Context: an optimization exercise on an open-source flow, tuned for small area and a short achievable clock period. The choices shown serve that exercise and are no tape-out recipe.
RTL that was checked went through simulation tests only; none was proved equivalent to the original.
Power figures rest on the tool's default switching activity, not on a simulated workload.

## tdm_mac_top
module tdm_mac_top (
  input  logic               clk,
  input  logic               rst,
  input  logic               ce,
  input  logic               in_valid,
  input  logic [1:0]         in_ch,
  input  logic [1:0]         mode,
  input  logic signed [17:0] a,
  input  logic signed [17:0] b,
  input  logic signed [17:0] d,
  input  logic [7:0]         acc_len,
  output logic               out_valid,
  output logic [1:0]         out_ch,
  output logic signed [39:0] p,
  output logic               ovf
);
Size in the first run: about 2500 cells after synthesis, about 400 flip-flops, about 0.028 mm^2 of cells after synthesis.
==> module dsp_tdm_mac, before the edit <==
module dsp_tdm_mac (
  input  logic               clk,
  input  logic               rst,
  input  logic               ce,
  input  logic               in_valid,
  input  logic [1:0]         in_ch,
  input  logic [1:0]         mode,
  input  logic signed [17:0] a,
  input  logic signed [17:0] b,
  input  logic signed [17:0] d,
  input  logic [7:0]         acc_len,
  output logic               out_valid,
  output logic [1:0]         out_ch,
  output logic signed [39:0] p,
  output logic               ovf
);
  localparam int KLO = 8;             
  localparam int KH  = 37 - KLO;
  logic [18:0] dpb_s, dmb_s, pre_s;
  assign dpb_s = {d[17], d} + {b[17], b};
  assign dmb_s = {d[17], d} - {b[17], b};
  assign pre_s = (dpb_s & {19{mode == 2'd1}}) | (dmb_s & {19{mode == 2'd2}})
               | ({b[17], b} & {19{!(mode[0] ^ mode[1])}});
  logic [8:0] one_s, two_s, neg_s;
  logic       m3_s;
  assign m3_s = (mode == 2'd3);
  always_comb begin
    for (int i = 0; i < 9; i++) begin
      logic hi, mi, lo;
      hi = a[2*i+1];
      mi = a[2*i];
      lo = (i == 0) ? 1'b0 : a[2*i-1];
      one_s[i] = mi ^ lo;
      two_s[i] = (hi & !mi & !lo) | (!hi & mi & lo);
      neg_s[i] = hi ^ m3_s;
    end
  end
  logic        v1_r;
  logic [1:0]  ch1_r;
  logic [7:0]  len1_r;
  logic [8:0]  one1_r, two1_r, neg1_r;
  logic [18:0] pre1_r;
  always_ff @(posedge clk) begin
    if (rst) v1_r <= 1'b0;
    else if (ce) v1_r <= in_valid;
  end
  always_ff @(posedge clk) begin
    if (ce) begin
      ch1_r   <= in_ch;
      len1_r  <= acc_len;
      one1_r  <= one_s;
      two1_r  <= two_s;
      neg1_r  <= neg_s;
      pre1_r  <= pre_s;
    end
  end
  logic [7:0] cnt1_r [4];
  logic [3:0] cz_r;                    
  logic [7:0] cnt1_s;
  logic       dump_s;
  assign cnt1_s = cz_r[ch1_r] ? 8'd1 : cnt1_r[ch1_r];
  assign dump_s = (cnt1_s >= len1_r);
  always_ff @(posedge clk) begin
    if (rst) begin
      cz_r <= 4'hf;
    end else if (ce && v1_r) begin
      cz_r[ch1_r] <= dump_s;
    end
  end
  always_ff @(posedge clk) begin
    if (ce && v1_r && !rst) begin
      cnt1_r[ch1_r] <= cnt1_s + 8'd1;
    end
  end
  logic [KLO-1:0] lo_s;
  logic           ci_s;
  logic [KH-1:0]  hs_s, hc_s;
  tdm_mac_mul u_mul (.one(one1_r), .two(two1_r), .neg(neg1_r), .y(pre1_r), .lo(lo_s), .ci(ci_s), .hs(hs_s), .hc(hc_s));
  logic           v2_r, dump2_r;
  logic [1:0]     ch2_r;
  logic [KLO-1:0] lo2_r;
  logic           ci2_r;
  logic           n8_2_r;             
  logic [KH-2:0]  hs2_r, hc2_r;       
  always_ff @(posedge clk) begin
    if (rst) v2_r <= 1'b0;
    else if (ce) v2_r <= v1_r;
  end
  always_ff @(posedge clk) begin
    if (ce) begin
      dump2_r <= dump_s;
      ch2_r   <= ch1_r;
      lo2_r   <= lo_s;
      ci2_r   <= ci_s;
      n8_2_r  <= neg1_r[8];
      hs2_r   <= hs_s[KH-2:0];
      hc2_r   <= hc_s[KH-2:0];
    end
  end
  logic [KH-1:0] hi_s;
  assign hi_s = {hs_s[KH-1], hs2_r} + {hc_s[KH-1], hc2_r} + KH'(ci2_r)
              + (KH'(n8_2_r) << (16 - KLO));
  logic        v3_r, dump3_r;
  logic [3:0]  oh3_r;                 
  logic [3:0]  sel3_r;                
  logic [3:0]  oh2_s, az_nxt_s;
  assign oh2_s = 4'b0001 << ch2_r;
  logic [36:0] prod3_r;
  always_ff @(posedge clk) begin
    if (rst) v3_r <= 1'b0;
    else if (ce) v3_r <= v2_r;
  end
  always_ff @(posedge clk) begin
    if (ce) begin
      dump3_r <= dump2_r;
      oh3_r   <= oh2_s;
      sel3_r  <= oh2_s & ~az_nxt_s;
      prod3_r <= {hi_s, lo2_r};
    end
  end
  logic [39:0] acc_r [4];
  logic [3:0]  az_r;                  
  logic [3:0]  sat_r;                 
  logic [3:0]  sgn_r;                 
  logic [3:0]  sticky_r;              
  logic [3:0]  ns_s;
  logic        smax_s, smin_s;
  logic [39:0] acc_s;
  logic [40:0] sum_s;
  logic        ov_s, sticky_s;
  logic [39:0] raw_s;
  always_comb begin
    ns_s     = sel3_r & ~sat_r;
    smax_s   = |(sel3_r & sat_r & ~sgn_r);
    smin_s   = |(sel3_r & sat_r & sgn_r);
    acc_s    = {smin_s, {39{smax_s}}};
    sticky_s = 1'b0;
    for (int i = 0; i < 4; i++) begin
      acc_s    = acc_s | (acc_r[i] & {40{ns_s[i]}});
      sticky_s = sticky_s | (sticky_r[i] & sel3_r[i]);
    end
    sum_s = {2'b00, acc_s[38:0]} + {2'b00, prod3_r[36], prod3_r[36], prod3_r};
    ov_s  = (acc_s[39] ~^ prod3_r[36]) & (acc_s[39] ^ sum_s[39]);
    raw_s = {acc_s[39] ^ prod3_r[36] ^ sum_s[39], sum_s[38:0]};
  end
  always_comb begin
    for (int i = 0; i < 4; i++)
      az_nxt_s[i] = (v3_r && oh3_r[i]) ? dump3_r : az_r[i];
  end
  always_ff @(posedge clk) begin
    if (rst) begin
      az_r <= 4'hf;
    end else if (ce && v3_r) begin
      for (int i = 0; i < 4; i++)
        if (oh3_r[i]) az_r[i] <= dump3_r;
    end
  end
  always_ff @(posedge clk) begin
    if (ce && v3_r && !rst) begin
      for (int i = 0; i < 4; i++)
        if (oh3_r[i]) begin
          acc_r[i]    <= raw_s;
          sat_r[i]    <= ov_s;
          sgn_r[i]    <= acc_s[39];
          sticky_r[i] <= sticky_s | ov_s;
        end
    end
  end
  logic [1:0] och_r;
  logic [3:0] pos_r;                  
  logic       pmax_r, pmin_r;         
  always_ff @(posedge clk) begin
    if (rst) out_valid <= 1'b0;
    else if (ce) out_valid <= v3_r && dump3_r;
  end
  always_ff @(posedge clk) begin
    if (ce) begin
      och_r  <= {oh3_r[3] | oh3_r[2], oh3_r[3] | oh3_r[1]};
      pos_r  <= oh3_r & {4{!ov_s}};
      pmax_r <= ov_s & !acc_s[39];
      pmin_r <= ov_s & acc_s[39];
      ovf    <= sticky_s | ov_s;
    end
  end
  always_comb begin
    p = {pmin_r, {39{pmax_r}}};
    for (int i = 0; i < 4; i++)
      p = p | (acc_r[i] & {40{pos_r[i]}});
  end
  assign out_ch = och_r;
endmodule
==> flow/config.mk <==
export PLATFORM = sky130hd
export DESIGN_NAME = tdm_mac_top
export DESIGN_NICKNAME = tdm_mac_top
export VERILOG_FILES = /design/flow/design.v
export SDC_FILE = /design/flow/constraint.sdc
export NUM_CORES = 4
export LEC_CHECK = 0
export CAP_MARGIN = 20
export CORE_MARGIN = 2
export CORE_UTILIZATION = 40
export SETUP_SLACK_MARGIN = 4.3
export SLEW_MARGIN = 20
==> flow/constraint.sdc <==
create_clock -name core_clock -period 8.2 [get_ports {clk}]
set_input_delay 1.6400 -clock core_clock [delete_from_list [all_inputs] [get_ports {clk}]]
set_output_delay 1.6400 -clock core_clock [all_outputs]
set_load 0.01 [all_outputs]
standard.sh (not shown) runs the stock make flow with config.mk's settings and CLKGATE_MAP_FILE= SYNTH_SCRIPT=/design/flow/synth_recipe.tcl, a recipe that flattens the netlist after the stock synthesis.
==> flow/flow/run.sh <==
#!/bin/bash
# Own flow: the standard layout (standard.sh) with two changes that only
# save cell area:
#  * the input and output ports are buffered with the smallest buffer cell,
#    sky130_fd_sc_hd__buf_1 (the resizer still resizes them where needed);
#  * clock tree synthesis uses sky130_fd_sc_hd__clkbuf_8 with sink clusters of
#    at most 16 flip-flops, and inserts no dummy loads.
# The tool output goes to standard_flow.log here (and ORFS's own logs under
# orfs/logs/).
set -euo pipefail
bash standard.sh \
  "BUFFER_PORTS_ARGS=-buffer_cell sky130_fd_sc_hd__buf_1" \
  "CTS_ARGS=-sink_clustering_enable -repair_clock_nets -dont_use_dummy_load -buf_list sky130_fd_sc_hd__clkbuf_8 -sink_clustering_size 16 -sink_clustering_max_diameter 45" \
  finish > standard_flow.log 2>&1
Then changed:
--- a/flow/design.v
+++ b/flow/design.v
@@ -121,26 +121,20 @@
   logic [39:0] acc_r [4];
   logic [3:0]  az_r;                  
-  logic [3:0]  sat_r;                 
-  logic [3:0]  sgn_r;                 
   logic [3:0]  sticky_r;              
-  logic [3:0]  ns_s;
-  logic        smax_s, smin_s;
   logic [39:0] acc_s;
   logic [40:0] sum_s;
   logic        ov_s, sticky_s;
-  logic [39:0] raw_s;
+  logic [39:0] res_s;
   always_comb begin
-    ns_s     = sel3_r & ~sat_r;
-    smax_s   = |(sel3_r & sat_r & ~sgn_r);
-    smin_s   = |(sel3_r & sat_r & sgn_r);
-    acc_s    = {smin_s, {39{smax_s}}};
+    acc_s    = 40'd0;
     sticky_s = 1'b0;
     for (int i = 0; i < 4; i++) begin
-      acc_s    = acc_s | (acc_r[i] & {40{ns_s[i]}});
+      acc_s    = acc_s | (acc_r[i] & {40{sel3_r[i]}});
       sticky_s = sticky_s | (sticky_r[i] & sel3_r[i]);
     end
     sum_s = {2'b00, acc_s[38:0]} + {2'b00, prod3_r[36], prod3_r[36], prod3_r};
     ov_s  = (acc_s[39] ~^ prod3_r[36]) & (acc_s[39] ^ sum_s[39]);
-    raw_s = {acc_s[39] ^ prod3_r[36] ^ sum_s[39], sum_s[38:0]};
+    res_s = ov_s ? {acc_s[39], {39{!acc_s[39]}}}
+                 : {acc_s[39] ^ prod3_r[36] ^ sum_s[39], sum_s[38:0]};
   end
   always_comb begin
@@ -160,14 +154,10 @@
       for (int i = 0; i < 4; i++)
         if (oh3_r[i]) begin
-          acc_r[i]    <= raw_s;
-          sat_r[i]    <= ov_s;
-          sgn_r[i]    <= acc_s[39];
+          acc_r[i]    <= res_s;
           sticky_r[i] <= sticky_s | ov_s;
         end
     end
   end
-  logic [1:0] och_r;
-  logic [3:0] pos_r;                  
-  logic       pmax_r, pmin_r;         
+  logic [3:0] ooh_r;                  
   always_ff @(posedge clk) begin
     if (rst) out_valid <= 1'b0;
@@ -176,17 +166,14 @@
   always_ff @(posedge clk) begin
     if (ce) begin
-      och_r  <= {oh3_r[3] | oh3_r[2], oh3_r[3] | oh3_r[1]};
-      pos_r  <= oh3_r & {4{!ov_s}};
-      pmax_r <= ov_s & !acc_s[39];
-      pmin_r <= ov_s & acc_s[39];
-      ovf    <= sticky_s | ov_s;
+      ooh_r <= oh3_r;
+      ovf   <= sticky_s | ov_s;
     end
   end
   always_comb begin
-    p = {pmin_r, {39{pmax_r}}};
+    p = 40'd0;
     for (int i = 0; i < 4; i++)
-      p = p | (acc_r[i] & {40{pos_r[i]}});
+      p = p | (acc_r[i] & {40{ooh_r[i]}});
   end
-  assign out_ch = och_r;
+  assign out_ch = {ooh_r[3] | ooh_r[2], ooh_r[3] | ooh_r[1]};
 endmodule
 module tdm_mac_mul (
What happened:
- The new run ran to the end with no violations
- sequential share of layout area increases by 0.29 points
- routed wire length came out lower by a few percent
- clock power came out lower by a little under a tenth
- die area falls by a few percent
- global-route usage stays flat
- synthesized area fell by a few percent
- via count decreases by a few percent
Function not checked in the first run of this note: the RTL went through the layout flow alone.

==> afterwards: timing with drivers on the ports <==
No port has a modelled driver above. Below, the same layouts with a new extraction and two added sets of constraints.
Step 1, drivers: a clkbuf_16 drives clk and a buf_2 each remaining input, both assumed.
Step 2 also shifts input and output timing later by t, the mid clock arrival at the registers, as if the neighbouring blocks saw the same clock.
Slacks: ideal / step 1 / step 2; pairs: ideal / step 1.
run | shift t [ns] | setup WS [ns] | worst hold slack (ns)
the first run | 0.684 | 4.233 / 4.233 / 3.753 | 0.370 / 0.370 / 0.370
the second run | 0.657 | 4.423 / 4.423 / 3.813 | 0.359 / 0.359 / 0.359
After both steps setup and hold are still met in every run listed. The setup slack of the second run, which loses most, moves by 0.000 ns with the drivers and by -0.610 ns with both steps.
